This is an optimization exercise on Yosys and OpenROAD, whose aim is small area, a short achievable clock period and few clock cycles, not a production implementation. Where RTL was checked, it was by simulation tests only, not by an equivalence proof against the original. For runs 1 to 4, only the layout was checked, not whether the RTL still works.

**config.mk**
```make
export PLATFORM = sky130hd
export DESIGN_NAME = poker_table
export DESIGN_NICKNAME = poker_table
export VERILOG_FILES = /design/flow/design.v
export SDC_FILE = /design/flow/constraint.sdc
export NUM_CORES = 4
export LEC_CHECK = 0
export CAP_MARGIN = 20
export CORE_MARGIN = 2
export CORE_UTILIZATION = 40
export SLEW_MARGIN = 20
```
**constraint.sdc**
```tcl
create_clock -name core_clock -period 14.0 [get_ports {clock}]
set_input_delay 2.8000 -clock core_clock [delete_from_list [all_inputs] [get_ports {clock}]]
set_output_delay 2.8000 -clock core_clock [all_outputs]
set_load 0.01 [all_outputs]
```
**design.v**
```verilog
`default_nettype none
package poker_money_pkg;
	typedef logic [14:0] chip_t;	 
	typedef logic seat_t;	 
	localparam chip_t SMALL_BLIND = 15'd100;
	localparam chip_t BIG_BLIND = 15'd200;
endpackage
`default_nettype wire
`default_nettype none
package poker_flow_pkg;
	typedef enum logic [2:0] {
		ACT_CHECK = 3'd0,
		ACT_CALL = 3'd1,
		ACT_RAISE_2BB = 3'd2,
		ACT_RAISE_4BB = 3'd3,
		ACT_RAISE_6BB = 3'd4,
		ACT_ALL_IN = 3'd5,
		ACT_FOLD = 3'd6
	} action_t;
	typedef enum logic [2:0] {
		ST_PREFLOP = 3'd0,
		ST_FLOP = 3'd1,
		ST_TURN = 3'd2,
		ST_RIVER = 3'd3,
		ST_SHOWDOWN = 3'd4
	} street_t;
	typedef enum logic [1:0] {
		WIN_TIE = 2'd0,
		WIN_SEAT0 = 2'd1,
		WIN_SEAT1 = 2'd2
	} winner_t;
	typedef enum logic [3:0] {
		CS_IDLE,
		CS_RESET,
		CS_NEW_HAND,
		CS_BLINDS,
		CS_WAIT_ACTION,
		CS_APPLY,
		CS_STREET_END,
		CS_SHOWDOWN,
		CS_AWARD,
		CS_HAND_DONE,
		CS_MATCH_OVER
	} ctrl_state_t;
endpackage
`default_nettype wire
`timescale 1ns/1ps
`default_nettype none
module poker_table
#(
	parameter poker_money_pkg::chip_t START_CHIPS = 15'd2000
)
(
	input logic clock,
	input logic resetn,
	input logic start,
	input logic action_valid,
	input poker_flow_pkg::action_t action,
	input logic showdown_valid,
	input poker_flow_pkg::winner_t showdown_winner,
	output logic action_ready,
	output logic showdown_ready,
	output poker_money_pkg::seat_t to_act,
	output poker_flow_pkg::street_t street,
	output poker_money_pkg::chip_t stack0,
	output poker_money_pkg::chip_t stack1,
	output poker_money_pkg::chip_t bet0,
	output poker_money_pkg::chip_t bet1,
	output poker_money_pkg::chip_t pot,
	output logic hand_over,
	output logic match_over,
	output poker_money_pkg::seat_t match_winner
);
	localparam int W = 12;
	typedef logic [W-1:0] amt_t;
	localparam amt_t ALL = amt_t'(2 * START_CHIPS);
	localparam amt_t SB = amt_t'(poker_money_pkg::SMALL_BLIND);
	localparam amt_t BB = amt_t'(poker_money_pkg::BIG_BLIND);
	localparam amt_t R1 = amt_t'(2 * poker_money_pkg::BIG_BLIND);
	localparam amt_t R2 = amt_t'(4 * poker_money_pkg::BIG_BLIND);
	localparam amt_t R3 = amt_t'(6 * poker_money_pkg::BIG_BLIND);
	function automatic logic [W:0] radd(input amt_t a, input amt_t b, input logic cin);
		logic c;
		logic [W:0] r;
		c = cin;
		for (int i = 0; i < W; i++)
		begin
			r[i] = a[i] ^ b[i] ^ c;
			c = (a[i] & b[i]) | (c & (a[i] ^ b[i]));
		end
		r[W] = c;
		radd = r;
	endfunction
	amt_t t0, t1, b0, b1, p;
	logic ta;	 
	logic nta;	 
	logic bb;	 
	logic first;	 
	logic [2:0] st;
	logic ph_act, ph_show, ph_hov, ph_mov;	 
	amt_t s0, s1;	 
	assign s0 = t0 - b0;
	assign s1 = t1 - b1;
	assign stack0 = poker_money_pkg::chip_t'(s0);
	assign stack1 = poker_money_pkg::chip_t'(s1);
	assign bet0 = poker_money_pkg::chip_t'(b0);
	assign bet1 = poker_money_pkg::chip_t'(b1);
	assign pot = poker_money_pkg::chip_t'(p);
	assign to_act = ta;
	assign street = poker_flow_pkg::street_t'(st);
	assign action_ready = ph_act;
	assign showdown_ready = ph_show;
	assign hand_over = ph_hov;
	assign match_over = ph_mov;
	assign match_winner = t1[W-1];	 
	logic b0_gt, b1_gt;	 
	logic t0_gt;	 
	amt_t cap;	 
	assign b0_gt = b0 > b1;
	assign b1_gt = b1 > b0;
	assign t0_gt = t0 > t1;
	assign cap = t0_gt ? t1 : t0;
	amt_t otot, pb;
	assign otot = nta ? t0 : t1;
	assign pb = nta ? b1 : b0;
	logic need, over, covers, ps_nz, agt;
	logic [W:0] dc;
	assign need = ta ? b0_gt : b1_gt;	 
	assign over = ta ? b1_gt : b0_gt;	 
	assign dc = {1'b0, otot} - {1'b0, pb};	 
	assign covers = !dc[W];
	assign ps_nz = ta ? (t0 != b0) : (t1 != b1);
	assign agt = ta ? !t0_gt && (t0 != t1) : t0_gt;
	logic ok1, ok2, ok3;
	assign ok1 = (pb < R1) && (t0 >= R1) && (t1 >= R1);
	assign ok2 = (pb < R2) && (t0 >= R2) && (t1 >= R2);
	assign ok3 = (pb < R3) && (t0 >= R3) && (t1 >= R3);
	logic araise;
	assign araise = covers && (dc[W-1:0] != '0) && ps_nz;
	amt_t w0, w1;	 
	assign w0 = amt_t'(radd(ALL, ~s1, 1'b1));
	assign w1 = amt_t'(radd(ALL, ~s0, 1'b1));
	amt_t pclose, p2;
	assign p2 = amt_t'(radd(p, {pb[W-2:0], 1'b0}, 1'b0));
	assign pclose = over ? (ta ? w0 : w1) : covers ? p2 : (ta ? w1 : w0);
	amt_t ctot;
	assign ctot = !need ? (ta ? s1 : s0) : covers ? dc[W-1:0] : '0;
	amt_t half, sp0, sp1;
	assign half = p >> 1;
	assign sp0 = amt_t'(radd(t0, half, p[0]));
	assign sp1 = amt_t'(radd(t1, half, 1'b0));
	logic empty;
	amt_t post0, post1;
	assign empty = (t0 == '0) || (t1 == '0);
	assign post0 = bb ? ((t0 < BB) ? t0 : BB) : ((t0 < SB) ? t0 : SB);
	assign post1 = bb ? ((t1 < SB) ? t1 : SB) : ((t1 < BB) ? t1 : BB);
	logic idle_like, go_start, take_a, take_s;
	logic a_fold, a_r1, a_r2, a_r3, a_all, a_raise, a_call, a_close;
	assign idle_like = !(ph_act || ph_show || ph_hov);
	assign go_start = idle_like && start;
	assign take_a = ph_act && action_valid;
	assign take_s = ph_show && showdown_valid;
	assign a_fold = (action == poker_flow_pkg::ACT_FOLD);
	assign a_r1 = (action == poker_flow_pkg::ACT_RAISE_2BB) && ok1;
	assign a_r2 = (action == poker_flow_pkg::ACT_RAISE_4BB) && ok2;
	assign a_r3 = (action == poker_flow_pkg::ACT_RAISE_6BB) && ok3;
	assign a_all = (action == poker_flow_pkg::ACT_ALL_IN) && araise;
	assign a_raise = a_r1 || a_r2 || a_r3 || a_all;
	assign a_call = !a_fold && !a_raise;
	assign a_close = a_call && !first;
	amt_t nob;
	always_comb
	begin
		nob = !need ? (ta ? b1 : b0) : covers ? pb : otot;	 
		if (a_r1) nob = R1;
		if (a_r2) nob = R2;
		if (a_r3) nob = R3;
		if (a_all) nob = cap;
	end
	always_ff @(posedge clock)
	begin
		if (!resetn)
		begin
			ph_act <= 1'b0;
			ph_show <= 1'b0;
			ph_hov <= 1'b0;
			ph_mov <= 1'b0;
		end
		else if (go_start)
		begin
			ph_act <= 1'b1;
			ph_mov <= 1'b0;
		end
		else if (take_a)
		begin
			if (a_fold)
			begin
				ph_act <= 1'b0;
				ph_hov <= 1'b1;
			end
			else if (a_close && st == 3'd3)
			begin
				ph_act <= 1'b0;
				ph_show <= 1'b1;
			end
		end
		else if (take_s)
		begin
			ph_show <= 1'b0;
			ph_hov <= 1'b1;
		end
		else if (ph_hov)
		begin
			ph_hov <= 1'b0;
			if (empty)
				ph_mov <= 1'b1;
			else
				ph_act <= 1'b1;
		end
	end
	always_ff @(posedge clock)
	begin
		if (go_start)	 
		begin
			t0 <= ALL / 2;
			t1 <= ALL / 2;
			b0 <= SB;
			b1 <= BB;
			p <= '0;
			ta <= 1'b0;
			nta <= 1'b1;
			bb <= 1'b1;
			first <= 1'b1;
			st <= 3'd0;
		end
		else if (take_a)
		begin
			if (a_fold)	 
			begin
				if (ta)
				begin
					t0 <= w0;
					t1 <= s1;
				end
				else
				begin
					t0 <= s0;
					t1 <= w1;
				end
				b0 <= '0;
				b1 <= '0;
				p <= '0;
			end
			else if (a_close)	 
			begin
				if (ta)
				begin
					t1 <= ctot;
					t0 <= s0;
				end
				else
				begin
					t0 <= ctot;
					t1 <= s1;
				end
				b0 <= '0;
				b1 <= '0;
				p <= pclose;
				ta <= bb;
				nta <= !bb;
				first <= 1'b1;
				st <= st + 3'd1;
			end
			else
			begin
				if (ta)
					b1 <= nob;
				else
					b0 <= nob;
				ta <= !ta;
				nta <= ta;
				first <= 1'b0;
			end
		end
		else if (take_s)
		begin
			case (showdown_winner)
				poker_flow_pkg::WIN_SEAT0: t0 <= w0;
				poker_flow_pkg::WIN_SEAT1: t1 <= w1;
				default:
				begin
					t0 <= sp0;
					t1 <= sp1;
				end
			endcase
			p <= '0;
		end
		else if (ph_hov && !empty)
		begin
			b0 <= post0;
			b1 <= post1;
			ta <= bb;
			nta <= !bb;	 
			bb <= !bb;
			first <= 1'b1;
			st <= 3'd0;
		end
	end
endmodule
`default_nettype wire
```
**flow/run.sh**
```bash
#!/bin/bash
# Standard synthesis and layout, run stage by stage so each stage can get its
# own ORFS settings: flow/stage_<name>.txt holds make variable assignments,
# one per line (for example a setup margin for the timing repair, or the
# buffer cell for the port buffers). Each stage logs to <name>.log here.
set -euo pipefail
run() {
	local name=$1 target=$2
	local -a extra=()
	if [[ -f flow/stage_$name.txt ]]; then
		while IFS= read -r line; do
			[[ -z $line || $line == \#* ]] || extra+=("$line")
		done < flow/stage_$name.txt
	fi
	bash standard.sh "${extra[@]}" "$target" > "$name.log" 2>&1
}
bash standard.sh synth > synth.log 2>&1
run fp floorplan
run place place
run cts cts
run route finish
```
**flow/stage_fp.txt**
```
SETUP_SLACK_MARGIN=9.5
```
**flow/stage_place.txt**
```
BUFFER_PORTS_ARGS=-buffer_cell sky130_fd_sc_hd__buf_2
```
**standard.sh**
```bash
#!/bin/bash
# synth_recipe.tcl (not shown) runs the flow's synth.tcl, then flattens the netlist and writes it again
# the make line also repeats each setting of config.mk as NAME=value (left out here)
make -C /OpenROAD-flow-scripts/flow DESIGN_CONFIG=/design/flow/config.mk WORK_HOME=/design/flow/orfs CLKGATE_MAP_FILE= SYNTH_SCRIPT=/design/flow/synth_recipe.tcl "${@:-finish}"
```
==> impl_metrics.tcl, run 1 <==
set metrics [dict create \
    status "complete, no violations" \
    worst_slew_margin_rel 0.267 \
    num_rows 56 \
    vias 10242 \
    synth_cell_types 97 \
    clockBufferDepth 2 \
    netlist_instances 1222 \
    grt-ovfl-total 0 \
    worst_slew_pin_slew_ns 1.09 \
    die_height_um 157 \
    multiInputGateArea_sq_um 7550 \
    async_reset_ff_frac 0 \
    crit-reg2reg-capture "t0[7]$_SDFFE_PP1P_" \
    pre_cts_slack_ns 8.26 \
    period_minus_slack_ns 5.89 \
    fin_util 0.456 \
    grt_util_all_layers 0.320 \
    ant_nets 0 \
    syn_area_sq_um 9420 \
    placedCellCount 1564 \
    cts_sinks 71 \
    avgSynthCellArea_sq_um 7.71 \
    hold_start "st[1]$_SDFFE_PP0P_" \
    fin_skew_ns 0.0103 \
    cp-end-kind "flop" \
    grt_max_degree 50 \
    boundaryPins 94 \
    holdPathStages 2 \
    dp_hpwl_mm 30.8 \
    cts_resized 0 \
    path_clk_slew_ns 0.06 \
    fillers 2368 \
    cts_setup_buffers 0 \
    io_buffer_count 78 \
    ys_seq_area_frac 0.151 \
    ys.warnings.count 1 \
    post_dp_cell_area_sq_um 10300 \
    wl_mm 40.1 \
    crit_type "reg2reg" \
    dieArea_sq_um 24800 \
    core_area_sq_um 23300 \
    first_iter_violations 1300 \
    yosys_register_bits 71 \
    firstDrtPassIters 6 \
    cts_tree "built" \
    root_buffer "clkbuf_16" \
    final_cell_area_sq_um 10600 \
    min_to "st[1]$_SDFFE_PP0P_" \
    rsz0062_at_grt "no" \
    die_w_um 157 \
    grt_pass1_wl_mm 59.5 \
    cp.arrival_ns 6.06 \
    reg2regPathDepth 13 \
    syn2layout_area_growth_pct 12.7 \
    setup_tns_ns 0 \
    layout_worst_path_cycle_share 0.421 \
    antenna_found_initial 0 \
    htreeDepth 3 \
    gp_congestion 0.996 \
    setup.worst_path.start_class "flop" \
    setup_viol 0 \
    grt_pass1_vias 9460 \
    crit_required_ns 14.17 \
    nets 1381 \
    slew_viol_final 0 \
    num_antenna_cells 0 \
    maxCapViolations 0 \
    hold_buffers 0 \
    min_path_type "reg2reg" \
    hold_viol 0 \
    clk_latency_ns 0.36 \
    cts_buffers 9 \
    synth-main-ff-cell "dfxtp_1" \
    vias_per_cell 6.48 \
    drc_errors 0 \
    wl_per_cell_um 25.4 \
    final_cells 1580 \
    drive_above_1_share 0.186 \
    worstPathMaxFanout 45 \
    seqCellArea_sq_um 1460 \
    setup_slack_ns 8.11 \
    synth-edff-count 0 \
    r2r_setup_slack_ns 8.11 \
    reg2reg_from "nta$_SDFFE_PP1P_" \
    fmax_mhz 170 \
    start_util 0.405 \
]
## cell families after synthesis
kind of cell	after synthesis	synth area share
other	1	0.000398
flip-flops	71	0.151
buffers and inverters	185	0.0860
adder cells (fa/ha/maj)	115	0.179
AO/OA/AOI/OAI	408	0.299
multiplexers	68	0.0737
AND/OR/NAND/NOR	344	0.183
XOR/XNOR	30	0.0279
## critical path: stages (launching register included)
cell and delay, ns:
dfxtp_2 0.95, mux2i_1 0.36, ha_1 0.20, inv_1 0.05, fa_1 0.40, a21o_1 0.22
a221oi_4 0.42, or3_4 0.23, nand2_1 0.42, and3_1 0.34, o21ai_1 0.53, a21oi_4 0.37
nor3_2 0.95, a41oi_1 0.23
## final cells by class
cell class / instances / share of cell area
Inverter: 103 / 0.0369
Sequential cell: 71 / 0.138
Tap cell: 319 / 0.0376
Timing Repair Buffer: 91 / 0.0460
Clock inverter: 4 / 0.00483
Multi-Input combinational cell: 980 / 0.712
Clock buffer: 12 / 0.0251
## cell usage in the layout, fill, tap and decap left out, types with 11 or more instances in the layout
cell	count
mux2i_1	59
o22ai_1	16
o21ai_0	87
xor2_1	15
o221ai_1	11
a221oi_1	17
nor4_1	14
inv_1	95
nand2_1	115
a211oi_1	19
dfxtp_2	15
nand4_1	23
nor3_1	25
nand3_1	20
a31oi_1	17
conb_1	15
nor2_1	72
o211ai_1	15
xnor2_1	12
buf_4	13
a21oi_1	90
dfxtp_1	50
ha_1	74
fa_2	25
buf_2	78
## cells in the mapped netlist (5+ instances only)
cell       instances  share of area
a211oi_1          20          0.016
a22oi_1            7         0.0056
ha_1              82           0.11
nor4b_1            6         0.0056
xor2_1            15          0.014
clkbuf_1          50          0.020
a21o_1             7         0.0056
nand3_1           21          0.011
mux2_2             8         0.0096
o21a_1            10         0.0080
buf_4             18          0.014
nor2_1            73          0.029
nand2b_1          10         0.0066
a31oi_1           18          0.012
o221ai_1          11          0.010
o22ai_1           16          0.011
nor3_1            25          0.013
a32o_1             5         0.0053
and2_1             5         0.0033
o311a_1            8         0.0085
o21ai_0           92          0.049
a221oi_1          17          0.016
nand2_1          117          0.047
nand4_1           23          0.015
o211ai_1          15          0.012
nor4_1            14         0.0093
a311oi_1           9         0.0084
or3_1              8         0.0053
buf_2              9         0.0048
inv_1            102          0.041
a21oi_1           94          0.050
mux2i_1           59          0.063
o2111ai_1          6         0.0056
nor2b_1           11         0.0073
a211o_1           10         0.0093
fa_1              33          0.070
dfxtp_1           71           0.15
xnor2_1           15          0.014
## state kept, by name (all words and copies together) (netlist names)
register  cells
nta           1
ph_mov        1
ph_act        1
t1           12
b1           12
first         1
t0           12
p            12
ph_show       1
b0           12
ph_hov        1
ta            1
st            3
bb            1
## stage by stage
step	hold WS [ns]
3_3_place_gp	0.479
2_1_floorplan	0.482
6_report	0.497
3_5_place_dp	0.482
5_1_grt	0.515
4_1_cts	0.497
## metal layers
layer	track usage	vias up	wire (um)
li1	-	4591	-
met1	0.448	4884	17100
met2	0.486	658	17300
met3	0.0573	109	4090
met4	0.128	0	1640
met5	0	-	0
## worst max path at each step
stage,start,to,slack (ns),cells past startpoint
after CTS,nta$_SDFFE_PP1P_,t1[8]$_SDFFE_PP1P_,8.24,13
final,nta$_SDFFE_PP1P_,t0[7]$_SDFFE_PP1P_,8.11,13
after floorplan,p[0]$_SDFFE_PP0P_,t0[11]$_SDFFE_PP0P_,9.14,18
after global placement,nta$_SDFFE_PP1P_,p[11]$_SDFFE_PP0P_,8.33,18
after detailed placement,nta$_SDFFE_PP1P_,t1[7]$_SDFFE_PP1P_,8.26,13
after global routing,nta$_SDFFE_PP1P_,t0[7]$_SDFFE_PP1P_,7.91,13
==> run 2: changes to the inputs <==
--- a/design.v
+++ b/design.v
@@ -95,3 +95,2 @@
 	logic ta;	 
-	logic nta;	 
 	logic bb;	 
@@ -100,2 +99,3 @@
 	logic ph_act, ph_show, ph_hov, ph_mov;	 
+	logic gt0, gt1;	 
 	amt_t s0, s1;	 
@@ -115,7 +115,4 @@
 	assign match_winner = t1[W-1];	 
-	logic b0_gt, b1_gt;	 
 	logic t0_gt;	 
 	amt_t cap;	 
-	assign b0_gt = b0 > b1;
-	assign b1_gt = b1 > b0;
 	assign t0_gt = t0 > t1;
@@ -123,8 +120,8 @@
 	amt_t otot, pb;
-	assign otot = nta ? t0 : t1;
-	assign pb = nta ? b1 : b0;
+	assign otot = ta ? t1 : t0;
+	assign pb = ta ? b0 : b1;
 	logic need, over, covers, ps_nz, agt;
 	logic [W:0] dc;
-	assign need = ta ? b0_gt : b1_gt;	 
-	assign over = ta ? b1_gt : b0_gt;	 
+	assign need = ta ? gt0 : gt1;	 
+	assign over = ta ? gt1 : gt0;	 
 	assign dc = {1'b0, otot} - {1'b0, pb};	 
@@ -156,2 +153,10 @@
 	assign post1 = bb ? ((t1 < SB) ? t1 : SB) : ((t1 < BB) ? t1 : BB);
+	logic tsb_full, tbb_gt_sb, tbb_lt_sb, bbg, sbg, hgt0, hgt1;
+	assign tsb_full = bb ? !(t1 < SB) : !(t0 < SB);
+	assign tbb_gt_sb = bb ? t0_gt : !t0_gt && (t0 != t1);	 
+	assign tbb_lt_sb = bb ? !t0_gt && (t0 != t1) : t0_gt;
+	assign bbg = tsb_full ? (bb ? (t0 > SB) : (t1 > SB)) : tbb_gt_sb;
+	assign sbg = tsb_full ? (bb ? (t0 < SB) : (t1 < SB)) : tbb_lt_sb;
+	assign hgt0 = bb ? bbg : sbg;
+	assign hgt1 = bb ? sbg : bbg;
 	logic idle_like, go_start, take_a, take_s;
@@ -228,5 +233,6 @@
 			b1 <= BB;
+			gt0 <= 1'b0;
+			gt1 <= 1'b1;
 			p <= '0;
 			ta <= 1'b0;
-			nta <= 1'b1;
 			bb <= 1'b1;
@@ -267,5 +273,6 @@
 				b1 <= '0;
+				gt0 <= 1'b0;
+				gt1 <= 1'b0;
 				p <= pclose;
 				ta <= bb;
-				nta <= !bb;
 				first <= 1'b1;
@@ -279,4 +286,13 @@
 					b0 <= nob;
+				if (a_raise)	 
+				begin
+					gt0 <= !ta;
+					gt1 <= ta;
+				end
+				else if (need && covers)	 
+				begin
+					gt0 <= 1'b0;
+					gt1 <= 1'b0;
+				end
 				ta <= !ta;
-				nta <= ta;
 				first <= 1'b0;
@@ -301,4 +317,5 @@
 			b1 <= post1;
-			ta <= bb;
-			nta <= !bb;	 
+			gt0 <= hgt0;
+			gt1 <= hgt1;
+			ta <= bb;	 
 			bb <= !bb;
==> run 2 against run 1 <==
Maximum frequency up 1.3%. Critical path depth fell by 1. Clock skew fell by 0.0016 ns. Synthesized cell count up 1.3%. First-iteration DRC count decreased by 5.2%. Clock-buffer cell count down 1. Worst setup slack improved by 0.073 ns. Core utilization is 1.1 points higher. Final area down 0.64%.
==> impl_metrics.tcl, run 2 <==
set metrics [dict create \
    r2r_setup_slack_ns 8.34 \
    vias 10092 \
    grt-ovfl-total 0 \
    hold_start "st[1]$_SDFFE_PP0P_" \
    setup_tns_ns 0 \
    synth-edff-count 0 \
    antenna_found_initial 0 \
    dieArea_sq_um 24100 \
    num_rows 55 \
    dp_hpwl_mm 29.1 \
    min_path_type "reg2reg" \
    drive_above_1_share 0.203 \
    grt_util_met1 0.430 \
    avgSynthCellArea_sq_um 7.40 \
    path_clk_slew_ns 0.07 \
    ant_nets 0 \
    grt_max_degree 58 \
    vias_per_cell 6.44 \
    ys.warnings.count 1 \
    grt_pass1_vias 9420 \
    holdPathStages 2 \
    cts_buffers 9 \
    critPathMaxStageDelay_ns 0.43 \
    period_minus_slack_ns 5.82 \
    crit_required_ns 11.20 \
    fmax_mhz 172 \
    synth_area_leaders "dfxtp_1, ha_1, fa_1, a21oi_1, o21ai_0" \
    layout_common_cells "nand2_1, nor2_1, a21oi_1" \
    worstPathMaxFanout 7 \
    syn_area_sq_um 9160 \
    worst_slew_pin_slew_ns 1.04 \
    grt_pass1_wl_mm 58.3 \
    io_buffer_count 78 \
    netlist_instances 1238 \
    synth.most_common_cell "nand2_1" \
    maxCapViolations 0 \
    use_met3 0.0749 \
    reg2reg_from "ta$_SDFFE_PP0P_" \
    synth_top_cell_area_share 0.157 \
    cts_setup_buffers 0 \
    grt_util_all_layers 0.320 \
    critPathMostFrequentCell "nand2_1" \
    crit_type "reg2out" \
    cts_tree "built" \
    busiest_layer "met2" \
    synth_cell_types 83 \
    fin_skew_ns 0.00877 \
    gp_congestion 1.03 \
    wl_per_cell_um 24.9 \
    synthTopCellsByCount "nand2_1, nor2_1, a21oi_1" \
    seqCellArea_sq_um 1490 \
    first_iter_violations 1232 \
    boundaryPins 94 \
    root_buffer "clkbuf_16" \
    yosys_register_bits 72 \
    cpMaxStageDelayCell "dfxtp_4" \
    setup.worst_path.start_class "flop" \
    async_reset_ff_frac 0 \
    clk_latency_ns 0.36 \
    setup_viol 0 \
    multiInputGateArea_sq_um 7370 \
    hold_viol 0 \
    fillers 2292 \
    wl_mm 39.0 \
    crit-reg2reg-capture "b0[7]$_SDFFE_PP0P_" \
    drc_errors 0 \
    worstPathCellList "inv_1, ha_2, fa_2, nor2b_1, o21ai_0, nand2_1, a21o_1, nand2_1, a21oi_2, a31oi_2, xnor2_2, buf_2" \
    cts_sinks 72 \
    core_area_sq_um 22600 \
    rsz0062_at_grt "no" \
    worst_slew_margin_rel 0.310 \
    hold_buffers 0 \
    cts_resized 0 \
    min_to "st[1]$_SDFFE_PP0P_" \
    die_w_um 155 \
    post-synth-top-area-cell "dfxtp_1" \
    final_common_cell "nand2_1" \
    num_antenna_cells 0 \
    synth-main-ff-cell "dfxtp_1" \
    die_height_um 155 \
    slew_viol_final 0 \
    nets 1391 \
    reg2regPathDepth 15 \
    clockBufferDepth 2 \
    status "complete, no violations" \
    cp-end-kind "output port" \
    cp.arrival_ns 3.02 \
    ys_seq_area_frac 0.157 \
    start_util 0.406 \
    layout_worst_path_cycle_share 0.415 \
    htreeDepth 3 \
    gr-usage-met2 0.495 \
    firstDrtPassIters 8 \
    syn2layout_area_growth_pct 15.0 \
]
## run 2: cell count changes after synthesis, moves of 8 or more
cell     previous run  this run
nor2_1             73       101
mux2i_1            59        40
ha_1               82        70
inv_1             102        92
nand3_1            21        31
o31ai_1             2        12
a21o_1              7        16
nor3_1             25        33
## run 2: worst max-delay path by stage
stage / from / endpoint / slack (ns) / cells after the start
finish: t0[0]$_SDFFE_PP0P_ / stack0[10] / 8.18 / 12
global route: t0[0]$_SDFFE_PP0P_ / stack0[10] / 8.02 / 12
CTS: t0[0]$_SDFFE_PP0P_ / stack0[10] / 8.18 / 12
detailed placement: action[0] / t1[9]$_SDFFE_PP1P_ / 8.35 / 10
global placement: action[0] / t1[9]$_SDFFE_PP1P_ / 8.44 / 10
floorplan: ta$_SDFFE_PP0P_ / p[11]$_SDFFE_PP0P_ / 8.54 / 27
## run 2: cells by family (layout without fill, tap and decap cells)
group / after synthesis / after routing / synth area share
buffers and inverters: 183 / 214 / 0.0871
and+or+nand+nor: 391 / 391 / 0.207
adders and majority gates: 103 / 103 / 0.168
muxes: 54 / 54 / 0.0609
AOI/OAI and AO/OA: 405 / 405 / 0.292
DFF: 72 / 72 / 0.157
other: 1 / 15 / 0.000409
xor gates and xnor gates: 29 / 29 / 0.0277
## run 2: through the flow
step	instances	hold WS (ns)	setup slack [ns]	utilization	cell area, sq um
6_report	1568	0.478	8.18	0.467	10500
5_1_grt	1568	0.532	8.02	0.467	10500
4_1_cts	1568	0.484	8.18	0.467	10500
3_5_place_dp	1552	0.476	8.35	0.451	10200
3_3_place_gp	1552	0.466	8.44	0.451	10200
2_1_floorplan	1252	0.493	8.54	-	9750
## run 2: area by class of cell
type,instances,share of cell area
well taps,285,0.0338
clock buffers,11,0.0230
repair buffers,106,0.0570
clock inverters,5,0.0120
multi-input cells,997,0.699
flip-flops and latches,72,0.141
inverters,92,0.0339
## run 2: critical path, delay by kind of cell, from the launching register on
kind / cells / cell delay, ns
AO/OA/AOI/OAI: 4 / 0.65
adder cells (fa/ha/maj): 2 / 0.56
flip-flops: 1 / 0.43
buffers and inverters: 2 / 0.30
XOR/XNOR: 1 / 0.31
AND/OR/NAND/NOR: 3 / 0.41
## run 2: per-layer routing
metal / share of wire / vias up
met2: 0.44 / 595
met5: 0 / -
li1: - / 4596
met3: 0.11 / 98
met4: 0.036 / 0
met1: 0.41 / 4803
==> run 3: changes to the inputs <==
--- a/design.v
+++ b/design.v
@@ -99,3 +99,2 @@
 	logic ph_act, ph_show, ph_hov, ph_mov;	 
-	logic gt0, gt1;	 
 	amt_t s0, s1;	 
@@ -115,4 +114,7 @@
 	assign match_winner = t1[W-1];	 
+	logic b0_gt, b1_gt;	 
 	logic t0_gt;	 
 	amt_t cap;	 
+	assign b0_gt = b0 > b1;
+	assign b1_gt = b1 > b0;
 	assign t0_gt = t0 > t1;
@@ -124,4 +126,4 @@
 	logic [W:0] dc;
-	assign need = ta ? gt0 : gt1;	 
-	assign over = ta ? gt1 : gt0;	 
+	assign need = ta ? b0_gt : b1_gt;	 
+	assign over = ta ? b1_gt : b0_gt;	 
 	assign dc = {1'b0, otot} - {1'b0, pb};	 
@@ -153,12 +155,3 @@
 	assign post1 = bb ? ((t1 < SB) ? t1 : SB) : ((t1 < BB) ? t1 : BB);
-	logic tsb_full, tbb_gt_sb, tbb_lt_sb, bbg, sbg, hgt0, hgt1;
-	assign tsb_full = bb ? !(t1 < SB) : !(t0 < SB);
-	assign tbb_gt_sb = bb ? t0_gt : !t0_gt && (t0 != t1);	 
-	assign tbb_lt_sb = bb ? !t0_gt && (t0 != t1) : t0_gt;
-	assign bbg = tsb_full ? (bb ? (t0 > SB) : (t1 > SB)) : tbb_gt_sb;
-	assign sbg = tsb_full ? (bb ? (t0 < SB) : (t1 < SB)) : tbb_lt_sb;
-	assign hgt0 = bb ? bbg : sbg;
-	assign hgt1 = bb ? sbg : bbg;
-	logic idle_like, go_start, take_a, take_s;
-	logic a_fold, a_r1, a_r2, a_r3, a_all, a_raise, a_call, a_close;
+	logic idle_like, go_start, take_a, take_s, hov_deal;
 	assign idle_like = !(ph_act || ph_show || ph_hov);
@@ -167,18 +160,57 @@
 	assign take_s = ph_show && showdown_valid;
-	assign a_fold = (action == poker_flow_pkg::ACT_FOLD);
-	assign a_r1 = (action == poker_flow_pkg::ACT_RAISE_2BB) && ok1;
-	assign a_r2 = (action == poker_flow_pkg::ACT_RAISE_4BB) && ok2;
-	assign a_r3 = (action == poker_flow_pkg::ACT_RAISE_6BB) && ok3;
-	assign a_all = (action == poker_flow_pkg::ACT_ALL_IN) && araise;
+	assign hov_deal = ph_hov && !empty;
+	logic c_fold, c_r1, c_r2, c_r3, c_all;	 
+	assign c_fold = (action == poker_flow_pkg::ACT_FOLD);
+	assign c_r1 = (action == poker_flow_pkg::ACT_RAISE_2BB);
+	assign c_r2 = (action == poker_flow_pkg::ACT_RAISE_4BB);
+	assign c_r3 = (action == poker_flow_pkg::ACT_RAISE_6BB);
+	assign c_all = (action == poker_flow_pkg::ACT_ALL_IN);
+	logic a_r1, a_r2, a_r3, a_all, a_raise, a_call, a_close, a_fold;
+	assign a_r1 = take_a && c_r1 && ok1;
+	assign a_r2 = take_a && c_r2 && ok2;
+	assign a_r3 = take_a && c_r3 && ok3;
+	assign a_all = take_a && c_all && araise;
 	assign a_raise = a_r1 || a_r2 || a_r3 || a_all;
-	assign a_call = !a_fold && !a_raise;
+	assign a_fold = take_a && c_fold;
+	assign a_call = take_a && !c_fold && !(c_r1 && ok1) && !(c_r2 && ok2) && !(c_r3 && ok3) && !(c_all && araise);
 	assign a_close = a_call && !first;
-	amt_t nob;
-	always_comb
+	logic win0, win1, split;
+	assign win0 = take_s && (showdown_winner == poker_flow_pkg::WIN_SEAT0);
+	assign win1 = take_s && (showdown_winner == poker_flow_pkg::WIN_SEAT1);
+	assign split = take_s && !(showdown_winner == poker_flow_pkg::WIN_SEAT0) && !(showdown_winner == poker_flow_pkg::WIN_SEAT1);
+	function automatic amt_t pick(input logic sel, input amt_t v);
+		pick = {W{sel}} & v;
+	endfunction
+	amt_t cbet;
+	assign cbet = !need ? (ta ? b1 : b0) : covers ? pb : otot;
+	logic own0, own1;
+	assign own0 = !ta;
+	assign own1 = ta;
+	amt_t nb0, nb1, nt0, nt1, np;
+	assign nb0 = pick(go_start, SB) | pick(hov_deal, post0) |
+		pick(own0 && a_r1, R1) | pick(own0 && a_r2, R2) | pick(own0 && a_r3, R3) |
+		pick(own0 && a_all, cap) | pick(own0 && a_call && first, cbet) |
+		pick(!(go_start || hov_deal || a_fold || a_close || (own0 && take_a)), b0);
+	assign nb1 = pick(go_start, BB) | pick(hov_deal, post1) |
+		pick(own1 && a_r1, R1) | pick(own1 && a_r2, R2) | pick(own1 && a_r3, R3) |
+		pick(own1 && a_all, cap) | pick(own1 && a_call && first, cbet) |
+		pick(!(go_start || hov_deal || a_fold || a_close || (own1 && take_a)), b1);
+	assign nt0 = pick(go_start, ALL / 2) |
+		pick((a_fold && own0) || (a_close && own1), s0) |
+		pick((a_fold && own1) || win0, w0) |
+		pick(a_close && own0, ctot) | pick(split, sp0) |
+		pick(!(go_start || a_fold || a_close || win0 || split), t0);
+	assign nt1 = pick(go_start, ALL / 2) |
+		pick((a_fold && own1) || (a_close && own0), s1) |
+		pick((a_fold && own0) || win1, w1) |
+		pick(a_close && own1, ctot) | pick(split, sp1) |
+		pick(!(go_start || a_fold || a_close || win1 || split), t1);
+	assign np = pick(a_close, pclose) | pick(!(go_start || a_fold || a_close || take_s), p);
+	always_ff @(posedge clock)
 	begin
-		nob = !need ? (ta ? b1 : b0) : covers ? pb : otot;	 
-		if (a_r1) nob = R1;
-		if (a_r2) nob = R2;
-		if (a_r3) nob = R3;
-		if (a_all) nob = cap;
+		b0 <= nb0;
+		b1 <= nb1;
+		t0 <= nt0;
+		t1 <= nt1;
+		p <= np;
 	end
@@ -229,9 +261,2 @@
 		begin
-			t0 <= ALL / 2;
-			t1 <= ALL / 2;
-			b0 <= SB;
-			b1 <= BB;
-			gt0 <= 1'b0;
-			gt1 <= 1'b1;
-			p <= '0;
 			ta <= 1'b0;
@@ -241,80 +266,15 @@
 		end
-		else if (take_a)
+		else if (a_close)	 
 		begin
-			if (a_fold)	 
-			begin
-				if (ta)
-				begin
-					t0 <= w0;
-					t1 <= s1;
-				end
-				else
-				begin
-					t0 <= s0;
-					t1 <= w1;
-				end
-				b0 <= '0;
-				b1 <= '0;
-				p <= '0;
-			end
-			else if (a_close)	 
-			begin
-				if (ta)
-				begin
-					t1 <= ctot;
-					t0 <= s0;
-				end
-				else
-				begin
-					t0 <= ctot;
-					t1 <= s1;
-				end
-				b0 <= '0;
-				b1 <= '0;
-				gt0 <= 1'b0;
-				gt1 <= 1'b0;
-				p <= pclose;
-				ta <= bb;
-				first <= 1'b1;
-				st <= st + 3'd1;
-			end
-			else
-			begin
-				if (ta)
-					b1 <= nob;
-				else
-					b0 <= nob;
-				if (a_raise)	 
-				begin
-					gt0 <= !ta;
-					gt1 <= ta;
-				end
-				else if (need && covers)	 
-				begin
-					gt0 <= 1'b0;
-					gt1 <= 1'b0;
-				end
-				ta <= !ta;
-				first <= 1'b0;
-			end
+			ta <= bb;
+			first <= 1'b1;
+			st <= st + 3'd1;
 		end
-		else if (take_s)
+		else if (take_a && !a_fold)
+		begin
+			ta <= !ta;
+			first <= 1'b0;
+		end
+		else if (hov_deal)
 		begin
-			case (showdown_winner)
-				poker_flow_pkg::WIN_SEAT0: t0 <= w0;
-				poker_flow_pkg::WIN_SEAT1: t1 <= w1;
-				default:
-				begin
-					t0 <= sp0;
-					t1 <= sp1;
-				end
-			endcase
-			p <= '0;
-		end
-		else if (ph_hov && !empty)
-		begin
-			b0 <= post0;
-			b1 <= post1;
-			gt0 <= hgt0;
-			gt1 <= hgt1;
 			ta <= bb;	 
==> run 3 against run 2 <==
Clock skew is essentially flat. Sequential cell count shrank 2. Global-route usage grew 2.0 points. Synthesized cell count shrank 8.1%. Via count shrank 1.1%. Clock-buffer cell count shrank 1. Worst hold slack gained 0.0018 ns. Cell count shrank 6.7%. Worst setup slack lost 0.27 ns.
==> impl_metrics.tcl, run 3 <==
set metrics [dict create \
    worst_slew_pin_slew_ns 1.07 \
    critPathMostFrequentCell "fa_2" \
    netlist_instances 1138 \
    worstPathCellList "buf_4, inv_4, nand2_1, nand2_1, ha_1, inv_1, fa_2, fa_2, fa_2, fa_2, fa_2, fa_2, fa_2, inv_2, fa_1, inv_1, fa_1, xnor2_1, xnor2_1, nor3_1, a211oi_1, a21o_1, a32o_1" \
    final_cell_area_sq_um 10200 \
    setup_viol 0 \
    worst_slew_margin_rel 0.265 \
    grt_util_all_layers 0.340 \
    post-synth-top-area-cell "dfxtp_1" \
    boundaryPins 94 \
    cp.arrival_ns 6.33 \
    dp_hpwl_mm 32.3 \
    post_dp_cell_area_sq_um 9900 \
    setup.worst_path.start_class "flop" \
    yosys_register_bits 70 \
    synth_top_cell_area_share 0.156 \
    cts_setup_buffers 0 \
    grt_max_degree 47 \
    antenna_found_initial 0 \
    syn_area_sq_um 8980 \
    synth_cell_types 93 \
    gp_congestion 1.03 \
    critPathMaxStageDelay_ns 0.52 \
    cpMaxStageDelayCell "dfxtp_4" \
    ant_nets 0 \
    synthTopCellsByCount "inv_1, ha_1, nor2_1" \
    hold_buffers 0 \
    crit_required_ns 14.25 \
    period_minus_slack_ns 6.09 \
    clockBufferDepth 2 \
    async_reset_ff_frac 0 \
    core_area_sq_um 22000 \
    wl_per_cell_um 28.0 \
    layout_worst_path_cycle_share 0.435 \
    vias_per_cell 6.82 \
    hold_viol 0 \
    synth-main-ff-cell "dfxtp_1" \
    layout_common_cells "inv_1, buf_2, nor2_1" \
    grt_pass1_vias 9363 \
    dieArea_sq_um 23700 \
    path_clk_slew_ns 0.06 \
    status "complete, no violations" \
    root_buffer "clkbuf_16" \
    synth_area_leaders "dfxtp_1, ha_1, fa_1, inv_1, a21oi_1" \
    synth.most_common_cell "inv_1" \
    final_common_cell "inv_1" \
    fmax_mhz 164 \
    first_iter_violations 1265 \
    min_path_type "reg2reg" \
    io_buffer_count 78 \
    syn2layout_area_growth_pct 13.2 \
    worstPathMaxFanout 46 \
    wl_mm 40.9 \
    num_antenna_cells 0 \
    start_util 0.409 \
    cts_resized 0 \
    cts_buffers 9 \
    final_cells 1463 \
    drive_above_1_share 0.207 \
    setup_tns_ns 0 \
    synth-edff-count 0 \
    r2r_setup_slack_ns 7.91 \
    ys_seq_area_frac 0.156 \
    rsz0062_at_grt "no" \
    grt_pass1_wl_mm 60.2 \
    die_height_um 154 \
    grt-ovfl-total 0 \
    slew_viol_final 0 \
    cts_sinks 70 \
    num_rows 54 \
    crit_type "reg2reg" \
    placedCellCount 1447 \
    ys.warnings.count 1 \
    cts_tree "built" \
    maxCapViolations 0 \
    cp-end-kind "flop" \
    nets 1303 \
    clk_latency_ns 0.36 \
    htreeDepth 3 \
    fin_skew_ns 0.00901 \
    avgSynthCellArea_sq_um 7.90 \
    die_w_um 154 \
    drc_errors 0 \
    firstDrtPassIters 6 \
    vias 9981 \
]
==> run 3: layout make-up <==
| cell class | count | area (sq um) |
|---|---|---|
| Fill cell | 2234 | 11800 |
| Multi-Input combinational cell | 904 | 7230 |
| Sequential cell | 70 | 1450 |
| Timing Repair Buffer | 87 | 458 |
| Inverter | 106 | 408 |
| Tap cell | 280 | 350 |
| Clock buffer | 10 | 229 |
| Clock inverter | 6 | 38.8 |
==> run 3: per-stage QoR <==
step / hold slack [ns] / setup WS (ns) / utilization
after floorplan: 0.483 / 8.52 / -
after global placement: 0.466 / 8.13 / 0.451
after detailed placement: 0.469 / 8.05 / 0.451
after CTS: 0.487 / 8.04 / 0.463
after global routing: 0.494 / 7.76 / 0.463
final: 0.480 / 7.91 / 0.463
==> run 3: cells by family (layout without fill, tap and decap cells) <==
group,Yosys count,count (layout),share of synthesized area
compound gates,371,371,0.305
simple gates,341,341,0.195
buf+inv,178,209,0.0886
fa+ha+maj,115,115,0.188
flops,70,70,0.156
xor+xnor,34,34,0.0347
mux,28,28,0.0324
other cells,1,15,0.000417
==> run 3: final timing paths <==
path | startpoint | end | cells after the start
setup / recovery | ta$_SDFFE_PP0P_ | p[11]$_DFF_P_ | 23
hold / removal | p[2]$_DFF_P_ | p[2]$_DFF_P_ | 1
setup reg to reg | ta$_SDFFE_PP0P_ | p[11]$_DFF_P_ | 23
hold reg to reg | p[2]$_DFF_P_ | p[2]$_DFF_P_ | 1
==> run 3: per-layer routing <==
metal / wire length [um] / vias up / GRT usage
met5: 0 / - / 0
met4: 2690 / 0 / 0.190
met3: 4410 / 158 / 0.0733
met2: 17000 / 692 / 0.505
met1: 16800 / 4755 / 0.459
li1: - / 4376 / -
==> run 3: worst max-delay path, delay by kind of cell (launching register included) <==
family	cells	cell delay (ns)
buffers and inverters	5	0.85
xor gates and xnor gates	2	0.43
and+or+nand+nor	3	0.54
adders and majority gates	10	3.12
DFF	1	0.52
AOI/OAI and AO/OA	3	0.50
==> run 4: changes to the inputs <==
--- a/design.v
+++ b/design.v
@@ -142,3 +142,3 @@
 	amt_t pclose, p2;
-	assign p2 = amt_t'(radd(p, {pb[W-2:0], 1'b0}, 1'b0));
+	assign p2 = p + {pb[W-2:0], 1'b0};
 	assign pclose = over ? (ta ? w0 : w1) : covers ? p2 : (ta ? w1 : w0);
==> run 4 against run 3 <==
Worst hold slack improved by 0.010 ns. Sequential cell count unchanged. Via count is 0.37% higher. Clock skew grew 0.0056 ns. First-iteration DRC count down 2.7%. Still clean. Wire length fell by 2.2%. Largest cell class unchanged. Critical path depth decreased by 9. Die area rose by 0.12%. Synthesized cell count up 4.0%. Highest routed layer unchanged.
==> impl_metrics.tcl, run 4 <==
set metrics [dict create \
    status "complete, no violations" \
    ys.warnings.count 1 \
    fmax_mhz 166 \
    setup_tns_ns 0 \
    final_cell_area_sq_um 10100 \
    worst_slew_margin_rel 0.228 \
    synth_top_family_by_area "compound AO/OA/AOI/OAI gates" \
    syn_area_sq_um 9000 \
    htreeDepth 3 \
    final_common_cell "inv_1" \
    ant_nets 0 \
    path_clk_slew_ns 0.07 \
    syn2layout_area_growth_pct 12.4 \
    avgSynthCellArea_sq_um 7.60 \
    boundaryPins 94 \
    drive_above_1_share 0.160 \
    worstPathMaxFanout 51 \
    reg2regPathDepth 14 \
    hold_buffers 0 \
    cp.arrival_ns 6.29 \
    cts_setup_buffers 0 \
    num_antenna_cells 0 \
    slew_viol_final 0 \
    pre_cts_slack_ns 8.16 \
    layout_worst_path_cycle_share 0.431 \
    min_path_type "reg2reg" \
    gp_congestion 0.965 \
    cts_sinks 70 \
    ys_seq_area_frac 0.156 \
    fin_util 0.461 \
    start_util 0.410 \
    cts_buffers 9 \
    vias 10018 \
    synth-edff-count 0 \
    hold_viol 0 \
    cts_resized 0 \
    rsz0062_at_grt "no" \
    io_buffer_count 78 \
    grt_max_degree 52 \
    setup_viol 0 \
    synth_top_cell_area_share 0.156 \
    root_buffer "clkbuf_16" \
    worst_slew_pin_slew_ns 1.15 \
    cts_tree "built" \
    yosys_register_bits 70 \
    wl_mm 40.0 \
    post_dp_cell_area_sq_um 9850 \
    wl_per_cell_um 26.4 \
    firstDrtPassIters 6 \
    clockBufferDepth 2 \
    placedCellCount 1500 \
    core_area_sq_um 22000 \
    async_reset_ff_frac 0 \
    synth_simple_gate_area_share 0.191 \
    holdPathStages 2 \
    netlist_instances 1184 \
    grt-ovfl-total 0 \
    post-synth-top-area-cell "dfxtp_1" \
    maxCapViolations 0 \
    grt_pass1_wl_mm 59.8 \
    num_rows 54 \
    synth_area_leaders "dfxtp_1, ha_1, fa_1, inv_1, a21oi_1" \
    vias_per_cell 6.61 \
    synth.most_common_cell "inv_1" \
    setup_slack_ns 7.96 \
    setup.worst_path.start_class "flop" \
    cp-end-kind "flop" \
    nets 1357 \
    crit_type "reg2reg" \
    layout_common_cells "inv_1, nand2_1, ha_1" \
    crit_required_ns 14.25 \
    holdWs_ns 0.490 \
    clk_latency_ns 0.36 \
    synthMuxAreaShare 0.0307 \
    dieArea_sq_um 23700 \
    synthTopCellsByCount "inv_1, nand2_1, ha_1" \
    synth_compound_area_frac 0.319 \
    die_height_um 154 \
    final_cells 1516 \
    synthXorXnorAreaFrac 0.0370 \
    grt_util_all_layers 0.334 \
    r2r_setup_slack_ns 7.96 \
    synthAdderAreaFrac 0.182 \
    dp_hpwl_mm 31.6 \
    antenna_found_initial 0 \
    period_minus_slack_ns 6.04 \
    grt_pass1_vias 9360 \
    die_w_um 154 \
    drc_errors 0 \
    synth_cell_types 80 \
    first_iter_violations 1231 \
    synth-main-ff-cell "dfxtp_1" \
    fin_skew_ns 0.0146 \
]
[run 4: layout make-up]
type                    count  area [sq um]
multi-input cells         948          7140
clock buffers              10           229
flip-flops and latches     70          1440
clock inverters             6          37.5
repair buffers             92           495
well taps                 280           350
inverters                 110           420
fillers                  2255         11800
[run 4: final timing paths]
kind / from / end
worst max-delay path: ta$_SDFFE_PP0P_ / t1[9]$_DFF_P_
worst min-delay path: st[1]$_SDFFE_PP0P_ / st[1]$_SDFFE_PP0P_
worst min register to register: st[1]$_SDFFE_PP0P_ / st[1]$_SDFFE_PP0P_
worst max register to register: ta$_SDFFE_PP0P_ / t1[9]$_DFF_P_
[run 4: cell families (layout without fill, tap and decap cells)]
family / count (synthesis) / after routing
AOI/OAI and AO/OA: 405 / 405
xor gates and xnor gates: 38 / 38
adders and majority gates: 116 / 116
buffers and inverters: 180 / 218
DFF: 70 / 70
muxes: 27 / 27
other: 1 / 15
and+or+nand+nor: 347 / 347
[run 4: worst max-delay path: stages, from the launching register on]
cell and delay, ns:
dfxtp_4 0.72, inv_1 0.36, buf_4 0.40, a21boi_0 0.61
ha_1 0.41, a211oi_4 0.10, o21ai_1 0.18, and2_1 0.20
a221o_1 0.92, nand3_1 0.32, a31oi_2 0.24, buf_4 0.34
or2_4 0.51, o32ai_1 0.15, a2111o_1 0.43
[run 4: per-layer routing]
layer  up-vias  GRT usage  part of all wire
met5         -          0                 0
li1       4533          -                 -
met3       108     0.0753              0.11
met4         0      0.143             0.046
met2       677      0.496              0.43
met1      4700      0.464              0.42
==> run 5: changes to the inputs <==
--- a/design.v
+++ b/design.v
@@ -95,2 +95,3 @@
 	logic ta;	 
+	logic nta;	 
 	logic bb;	 
@@ -122,4 +123,4 @@
 	amt_t otot, pb;
-	assign otot = ta ? t1 : t0;
-	assign pb = ta ? b0 : b1;
+	assign otot = nta ? t0 : t1;
+	assign pb = nta ? b1 : b0;
 	logic need, over, covers, ps_nz, agt;
@@ -262,2 +263,3 @@
 			ta <= 1'b0;
+			nta <= 1'b1;
 			bb <= 1'b1;
@@ -269,2 +271,3 @@
 			ta <= bb;
+			nta <= !bb;
 			first <= 1'b1;
@@ -275,2 +278,3 @@
 			ta <= !ta;
+			nta <= ta;
 			first <= 1'b0;
@@ -279,2 +283,3 @@
 		begin
+			nta <= !bb;
 			ta <= bb;	 
==> flow/stage_place.txt (replaced) <==
BUFFER_PORTS_ARGS=-buffer_cell sky130_fd_sc_hd__buf_2
PLACE_DENSITY=0.8
==> run 5 against run 4 <==
Clock skew decreased by 0.0022 ns. Die area decreased by 0.50%. Largest cell class unchanged.
==> impl_metrics.tcl, run 5 <==
set metrics [dict create \
    worst_slew_margin_rel 0.179 \
    slew_viol_final 0 \
    grt_util_all_layers 0.323 \
    placedCellCount 1467 \
    worstPathMaxFanout 11 \
    synth_area_leaders "dfxtp_1, ha_1, fa_1, o21ai_0, inv_1" \
    layout_worst_path_cycle_share 0.410 \
    grt_pass1_wl_mm 58.3 \
    setup_tns_ns 0 \
    drc_errors 0 \
    syn_area_sq_um 8950 \
    status "complete, no violations" \
    cp.arrival_ns 2.94 \
    dp_hpwl_mm 29.8 \
    fmax_mhz 174 \
    crit_type "reg2out" \
    ys.warnings.count 1 \
    drive_above_1_share 0.185 \
    core_area_sq_um 21900 \
    holdPathStages 2 \
    vias 10003 \
    synth-main-ff-cell "dfxtp_1" \
    root_buffer "clkbuf_16" \
    antenna_found_initial 0 \
    worst_slew_pin_slew_ns 1.23 \
    setup.worst_path.start_class "flop" \
    first_iter_violations 1475 \
    post-synth-top-area-cell "dfxtp_1" \
    cpMaxStageDelayCell "dfxtp_1" \
    start_util 0.409 \
    yosys_register_bits 71 \
    grt_pass1_vias 9498 \
    fin_skew_ns 0.0124 \
    worstPathCellList "ha_1, o21a_1, a21o_1, a21o_1, xnor2_1, inv_1, buf_2" \
    clk_latency_ns 0.36 \
    hold_viol 0 \
    die_height_um 154 \
    synth-edff-count 0 \
    synth_cell_types 86 \
    final_cell_area_sq_um 10100 \
    setup_viol 0 \
    wl_mm 38.6 \
    boundaryPins 94 \
    final_cells 1484 \
    crit_required_ns 11.20 \
    synthTopCellsByCount "inv_1, nand2_1, ha_1" \
    htreeDepth 3 \
    synth.most_common_cell "inv_1" \
    critPathMaxStageDelay_ns 0.77 \
    cts_setup_buffers 0 \
    avgSynthCellArea_sq_um 7.70 \
    post_dp_cell_area_sq_um 9830 \
    path_clk_slew_ns 0.06 \
    io_buffer_count 78 \
    rsz0062_at_grt "no" \
    clockBufferDepth 2 \
    synth_top_cell_area_share 0.159 \
    cts_sinks 71 \
    min_path_type "reg2reg" \
    firstDrtPassIters 7 \
    ys_seq_area_frac 0.159 \
    die_w_um 154 \
    cts_buffers 9 \
    nets 1324 \
    reg2regPathDepth 12 \
    hold_buffers 0 \
    vias_per_cell 6.74 \
    wl_per_cell_um 26.0 \
    period_minus_slack_ns 5.74 \
    num_rows 54 \
    cts_tree "built" \
    dieArea_sq_um 23600 \
    syn2layout_area_growth_pct 13.2 \
    ant_nets 0 \
    grt-ovfl-total 0 \
    cp-end-kind "output port" \
    layout_common_cells "inv_1, nand2_1, o21ai_0" \
    grt_max_degree 46 \
    gp_congestion 1.03 \
    holdWs_ns 0.480 \
    final_common_cell "inv_1" \
    cts_resized 0 \
    netlist_instances 1162 \
    maxCapViolations 0 \
    async_reset_ff_frac 0 \
    critPathMostFrequentCell "a21o_1" \
]
-- run 5: cell types whose count changed after synthesis, sizes merged, moves of 7 or more --
cell | previous run | this run
a22oi | 14 | 1
nor2 | 70 | 60
o211ai | 15 | 29
nand3 | 43 | 27
nor3 | 34 | 20
o221ai | 35 | 17
mux2i | 22 | 39
a221o | 14 | 29
o21ai | 75 | 91
nand4 | 23 | 12
a211oi | 4 | 11
o2111ai | 13 | 4
o22ai | 17 | 27
-- run 5: path summary, 6_finish.rpt --
path	slack [ns]	startpoint	end
setup / recovery	8.26	t0[5]$_DFF_P_	stack0[8]
hold / removal	0.48	p[0]$_DFF_P_	p[0]$_DFF_P_
setup reg to reg	8.53	nta$_SDFFE_PP1P_	b1[7]$_DFF_P_
hold reg to reg	0.48	p[0]$_DFF_P_	p[0]$_DFF_P_
-- run 5: per-layer routing --
layer	vias up	global-route usage	share of wire
met2	759	0.469	0.40
met1	4707	0.437	0.40
met4	0	0.156	0.061
met3	169	0.0941	0.14
li1	4368	-	-
met5	-	0	0
-- run 5: final cells by class --
cell class | instances | area (sq um)
fillers | 2179 | 11800
multi-input cells | 916 | 7110
flip-flops and latches | 71 | 1480
repair buffers | 89 | 473
inverters | 111 | 419
well taps | 280 | 350
clock buffers | 12 | 268
clock inverters | 4 | 25.0
diodes | 1 | 2.50
-- run 5: critical path, delay by kind of cell, from the launching register on --
kind	cells	cell delay (ns)
xor+xnor	1	0.43
buf+inv	2	0.37
fa+ha+maj	1	0.41
flops	1	0.77
compound gates	3	0.59
-- run 5: metrics by stage --
stage,worst slack [ns],util
2_1_floorplan,9.11,-
3_3_place_gp,8.56,0.449
3_5_place_dp,8.50,0.449
4_1_cts,8.35,0.463
5_1_grt,8.17,0.463
6_report,8.26,0.463
-- run 5: logic make-up (layout without fill, tap and decap cells) --
logic type | after synthesis | in the layout | share of synthesized area
AOI/OAI and AO/OA | 410 | 410 | 0.316
and+or+nand+nor | 290 | 290 | 0.160
buffers and inverters | 189 | 216 | 0.0902
adders and majority gates | 116 | 116 | 0.183
DFF | 71 | 71 | 0.159
xor gates and xnor gates | 43 | 43 | 0.0421
muxes | 42 | 42 | 0.0492
other | 1 | 16 | 0.000419
Testbench counts of run 5, summed over its fixed seeds: cycles 10,701.
==> run 6: changes to the inputs <==
==> flow/stage_place.txt (replaced) <==
BUFFER_PORTS_ARGS=-buffer_cell sky130_fd_sc_hd__buf_2
==> run 6 against run 5 <==
Worst setup slack lost 0.012 ns. Maximum frequency shrank 0.22%. Core utilization grew 0.19 points. First-iteration DRC count shrank 18%. Critical path type unchanged. Sequential cell count is the same. Die area is the same. Clock skew shrank 0.0060 ns. Final area grew 0.42%. Sequential share of layout area shrank 0.061 points. Largest cell class unchanged. Critical endpoint unchanged.
==> impl_metrics.tcl, run 6 <==
set metrics [dict create \
    status "complete, no violations" \
    syn2layout_area_growth_pct 13.7 \
    wl_mm 38.3 \
    synth.most_common_cell "inv_1" \
    cpMaxStageDelayCell "xnor2_1" \
    avgSynthCellArea_sq_um 7.70 \
    synth_area_leaders "dfxtp_1, ha_1, fa_1, o21ai_0, inv_1" \
    post-synth-top-area-cell "dfxtp_1" \
    final_common_cell "inv_1" \
    worst_slew_margin_rel 0.188 \
    first_iter_violations 1208 \
    hold_buffers 0 \
    min_path_type "reg2reg" \
    worstPathMaxFanout 6 \
    setup.worst_path.start_class "flop" \
    wl_per_cell_um 25.8 \
    layout_common_cells "inv_1, nand2_1, o21ai_0" \
    crit_required_ns 11.20 \
    setup_viol 0 \
    core_area_sq_um 21900 \
    num_rows 54 \
    clk_latency_ns 0.36 \
    fillers 2207 \
    placedCellCount 1466 \
    period_minus_slack_ns 5.76 \
    hold_viol 0 \
    maxCapViolations 0 \
    seqCellArea_sq_um 1480 \
    path_clk_slew_ns 0.07 \
    worstPathCellList "inv_2, ha_4, inv_2, fa_2, a211oi_2, o21ai_1, a21o_1, a21o_1, xnor2_1, inv_1, buf_2" \
    critPathMaxStageDelay_ns 0.47 \
    layout_worst_path_cycle_share 0.411 \
    ant_nets 0 \
    drive_above_1_share 0.185 \
    cts_buffers 9 \
    cp.depth 11 \
    ys_seq_area_frac 0.159 \
    gp_congestion 1.01 \
    multiInputGateArea_sq_um 7110 \
    cts_sinks 71 \
    final_cells 1483 \
    die_w_um 154 \
    fin_skew_ns 0.00643 \
    worst_slew_pin_slew_ns 1.22 \
    clockBufferDepth 2 \
    slew_viol_final 0 \
    grt_util_all_layers 0.318 \
    netlist_instances 1162 \
    holdPathStages 2 \
    syn_area_sq_um 8950 \
    crit_type "reg2out" \
    grt_max_degree 46 \
    fmax_mhz 174 \
    firstDrtPassIters 6 \
    synth_top_cell_area_share 0.159 \
    cp-end-kind "output port" \
    root_buffer "clkbuf_16" \
    drc_errors 0 \
    critPathTopFamily "compound AO/OA/AOI/OAI gates" \
    ys.warnings.count 1 \
    dieArea_sq_um 23600 \
    cts_resized 0 \
    cp.arrival_ns 2.96 \
    cts_setup_buffers 0 \
    grt-ovfl-total 0 \
    cts_tree "built" \
    dp_hpwl_mm 29.9 \
    synth-edff-count 0 \
    synthTopCellsByCount "inv_1, nand2_1, ha_1" \
    reg2regPathDepth 12 \
    nets 1323 \
    die_height_um 154 \
    synth-main-ff-cell "dfxtp_1" \
    synth_cell_types 86 \
    boundaryPins 94 \
    setup_tns_ns 0 \
    grt_pass1_wl_mm 57.4 \
    grt_pass1_vias 9034 \
    async_reset_ff_frac 0 \
    io_buffer_count 78 \
    vias 9844 \
    vias_per_cell 6.64 \
    start_util 0.409 \
    path_buf_inv 4 \
    antenna_found_initial 0 \
    rsz0062_at_grt "no" \
    yosys_register_bits 71 \
    htreeDepth 3 \
]
run 6: worst paths after layout:
| path | start | endpoint | slack [ns] |
|---|---|---|---|
| max | t0[0]$_DFF_P_ | stack0[8] | 8.24 |
| min | p[0]$_DFF_P_ | p[0]$_DFF_P_ | 0.47 |
| max reg2reg | nta$_SDFFE_PP1P_ | b1[0]$_DFF_P_ | 8.64 |
| min reg2reg | p[0]$_DFF_P_ | p[0]$_DFF_P_ | 0.47 |
run 6: cell families after synthesis:
logic type / Yosys count / share of synthesized area
xor gates and xnor gates: 43 / 0.0421
DFF: 71 / 0.159
buffers and inverters: 189 / 0.0902
muxes: 42 / 0.0492
other: 1 / 0.000419
and+or+nand+nor: 290 / 0.160
adders and majority gates: 116 / 0.183
AOI/OAI and AO/OA: 410 / 0.316
run 6: area by class of cell:
class                   count  area share
diodes                      1    0.000246
clock buffers              13      0.0298
clock inverters             3     0.00430
inverters                 111      0.0412
multi-input cells         916       0.699
flip-flops and latches     71       0.146
well taps                 280      0.0344
repair buffers             88      0.0457
run 6: worst register-to-register path, cell delays in order (launching register included):
cell and delay [ns]:
dfxtp_2 0.99, mux2i_1 0.76, ha_1 0.42, o21ai_0 0.31, a211oi_1 0.17, a221oi_2 0.39
xor2_1 0.45, nand4b_1 0.23, o31ai_2 0.23, buf_4 0.25, and2_4 0.47, nor4_4 0.20
a221o_1 0.39
run 6: routing by layer:
metal,vias up,share of wire,global-route usage
met5,-,0,0
met1,4746,0.41,0.437
li1,4381,-,-
met2,626,0.43,0.486
met3,91,0.11,0.0654
met4,0,0.040,0.135
run 6: metrics by stage:
step | util | worst slack (ns) | area (sq um) | hold WS [ns]
final | 0.465 | 8.24 | 10200 | 0.468
after global routing | 0.465 | 8.13 | 10200 | 0.484
after CTS | 0.465 | 8.28 | 10200 | 0.471
after detailed placement | 0.449 | 8.45 | 9830 | 0.462
after global placement | 0.449 | 8.54 | 9830 | 0.452
after floorplan | - | 9.11 | 9430 | 0.461
==> run 7: changes to the inputs <==
==> flow/stage_cts.txt (new file) <==
SETUP_SLACK_MARGIN=8.7
SETUP_MOVE_SEQUENCE=unbuffer,sizeup,swap
==> run 7 against run 6 <==
Worst setup slack gained 0.17 ns. Die area is the same. Critical path type unchanged. Critical endpoint is now stack0[10].
==> impl_metrics.tcl, run 7 <==
set metrics [dict create \
    cts_tree "built" \
    syn_area_sq_um 8950 \
    path_clk_slew_ns 0.07 \
    wl_met3_mm 4.25 \
    final_cell_area_sq_um 10300 \
    ys.warnings.count 1 \
    drc_errors 0 \
    post_dp_cell_area_sq_um 9830 \
    status "complete, no violations" \
    grt_pass1_wl_mm 57.7 \
    period_minus_slack_ns 5.58 \
    crit_required_ns 11.20 \
    maxUsedRoutingLayer "met4" \
    die_height_um 154 \
    rsz0062_at_grt "no" \
    first_iter_violations 1330 \
    synth_compound_area_frac 0.316 \
    wl_per_cell_um 25.9 \
    wl_mm 38.3 \
    setup_slack_ns 8.42 \
    cp.arrival_ns 2.78 \
    core_area_sq_um 21900 \
    final_common_cell "inv_1" \
    setup_tns_ns 0 \
    nets 1323 \
    grt_pass1_vias 9104 \
    met1Wirelength_mm 15.9 \
    firstDrtPassIters 6 \
    synth_cell_types 86 \
    layout_worst_path_cycle_share 0.399 \
    synthTopCellsByCount "inv_1, nand2_1, ha_1" \
    path_buf_inv 1 \
    hold_viol 0 \
    io_buffer_count 78 \
    synth.most_common_cell "inv_1" \
    synth_simple_gate_area_share 0.160 \
    grt_max_degree 46 \
    pre_cts_slack_ns 8.45 \
    synth_top_cell_area_share 0.159 \
    clockBufferDepth 2 \
    slew_viol_final 0 \
    synth_area_leaders "dfxtp_1, ha_1, fa_1, o21ai_0, inv_1" \
    fmax_mhz 179 \
    worst_slew_margin_rel 0.182 \
    post-synth-top-area-cell "dfxtp_1" \
    drive_above_1_share 0.210 \
    synthXorXnorAreaFrac 0.0421 \
    syn2layout_area_growth_pct 15.4 \
    crit_type "reg2out" \
    layout_common_cells "inv_1, nand2_1, o21ai_0" \
    synth_top_family_by_area "compound AO/OA/AOI/OAI gates" \
    antenna_found_initial 0 \
    met2_length_mm 16.6 \
    multiInputGateArea_sq_um 7230 \
    worstPathCellList "ha_1, o21ai_0, o21ai_1, a21o_1, a21o_1, a21o_1, a21oi_2, xnor2_2, buf_2" \
    worstPathMaxFanout 9 \
    critPathTopFamily "compound AO/OA/AOI/OAI gates" \
    clk_latency_ns 0.36 \
    vias 9767 \
    cts_sinks 71 \
    synthMuxAreaShare 0.0492 \
    avgSynthCellArea_sq_um 7.70 \
    fillers 2182 \
    num_rows 54 \
    die_w_um 154 \
    cp-end-kind "output port" \
    cts_setup_buffers 0 \
    critPathMaxStageDelay_ns 0.68 \
    fin_skew_ns 0.00527 \
]
run 7: changes by cell type in the layout (fill, tap and decap cells not counted), sizes merged:
cell	delta
diode	-1
run 7: logic make-up after synthesis:
| kind of cell | Yosys count |
|---|---|
| AOI/OAI and AO/OA | 410 |
| buffers and inverters | 189 |
| xor gates and xnor gates | 43 |
| adders and majority gates | 116 |
| other | 1 |
| muxes | 42 |
| DFF | 71 |
| and+or+nand+nor | 290 |
run 7: layout make-up:
cell class              instances  area share
clock inverters                 3     0.00424
inverters                     111      0.0411
multi-input cells             916       0.700
clock buffers                  13      0.0293
well taps                     280      0.0339
flip-flops and latches         71       0.146
repair buffers                 88      0.0451
run 7: path summary, 6_finish.rpt:
path,startpoint,to,depth (start not counted)
setup / recovery,t0[4]$_DFF_P_,stack0[10],9
hold / removal,p[0]$_DFF_P_,p[0]$_DFF_P_,2
hold reg to reg,p[0]$_DFF_P_,p[0]$_DFF_P_,2
setup reg to reg,nta$_SDFFE_PP1P_,b1[0]$_DFF_P_,12
run 7: stage by stage:
step	cells	hold slack (ns)	utilization
global route	1482	0.484	0.472
floorplan	1176	0.461	-
finish	1482	0.468	0.472
detailed placement	1466	0.462	0.449
global placement	1466	0.452	0.449
CTS	1482	0.471	0.472
run 7: worst reg2reg max path, stage by stage, from the launching register on:
cell and delay (ns):
dfxtp_2 0.97, mux2i_1 0.77, ha_1 0.41, o21ai_0 0.32, a211oi_1 0.17, a221oi_2 0.41, xor2_1 0.45, nand4b_1 0.24
o31ai_2 0.23, buf_4 0.25, and2_4 0.48, nor4_4 0.20, a221o_1 0.39
run 7: repair_timing:
| item | CTS | global route |
|---|---|---|
| setup endpoints to repair | 12 | 0 |
| endpoints found under the hold margin | 0 | 0 |
| hold buffers | 0 | 0 |
| gates resized for setup | 39 | 0 |
run 7: routing by layer:
layer	global-route usage	vias to the layer above
li1	-	4375
met5	0	-
met4	0.135	0
met3	0.0665	104
met1	0.438	4661
met2	0.489	627

afterwards: timing with drivers on the ports:
How much do the figures lean on ideal ports? The routed layouts below were timed once more, with nothing changed but the port constraints. Step 1, drivers: a clkbuf_16 drives clock and a buf_2 each remaining input, both assumed. Step 2 adds t to the input delays and takes it off the output delays; t is the mean of the earliest and latest rising clock arrival at the registers after step 1. Input paths then give back, and output paths get back, about the clock's delay inside the block. Three values: no drivers, after step 1, after step 2; two values: the first two.
| run | t, ns | setup WS [ns] | clock arrival spread, ns |
|---|---|---|---|
| run 1 | 0.400 | 8.111 / 8.111 / 8.111 | 0.011 / 0.010 |
| run 2 | 0.398 | 8.184 / 8.140 / 8.317 | 0.008 / 0.008 |
| run 3 | 0.402 | 7.914 / 7.914 / 7.914 | 0.009 / 0.009 |
| run 4 | 0.399 | 7.965 / 7.965 / 7.965 | 0.014 / 0.014 |
| run 5 | 0.400 | 8.256 / 8.210 / 8.407 | 0.013 / 0.013 |
| run 6 | 0.403 | 8.243 / 8.196 / 8.422 | 0.006 / 0.007 |
| run 7 | 0.404 | 8.416 / 8.371 / 8.469 | 0.006 / 0.005 |
After both steps setup and hold are still met in every run listed.
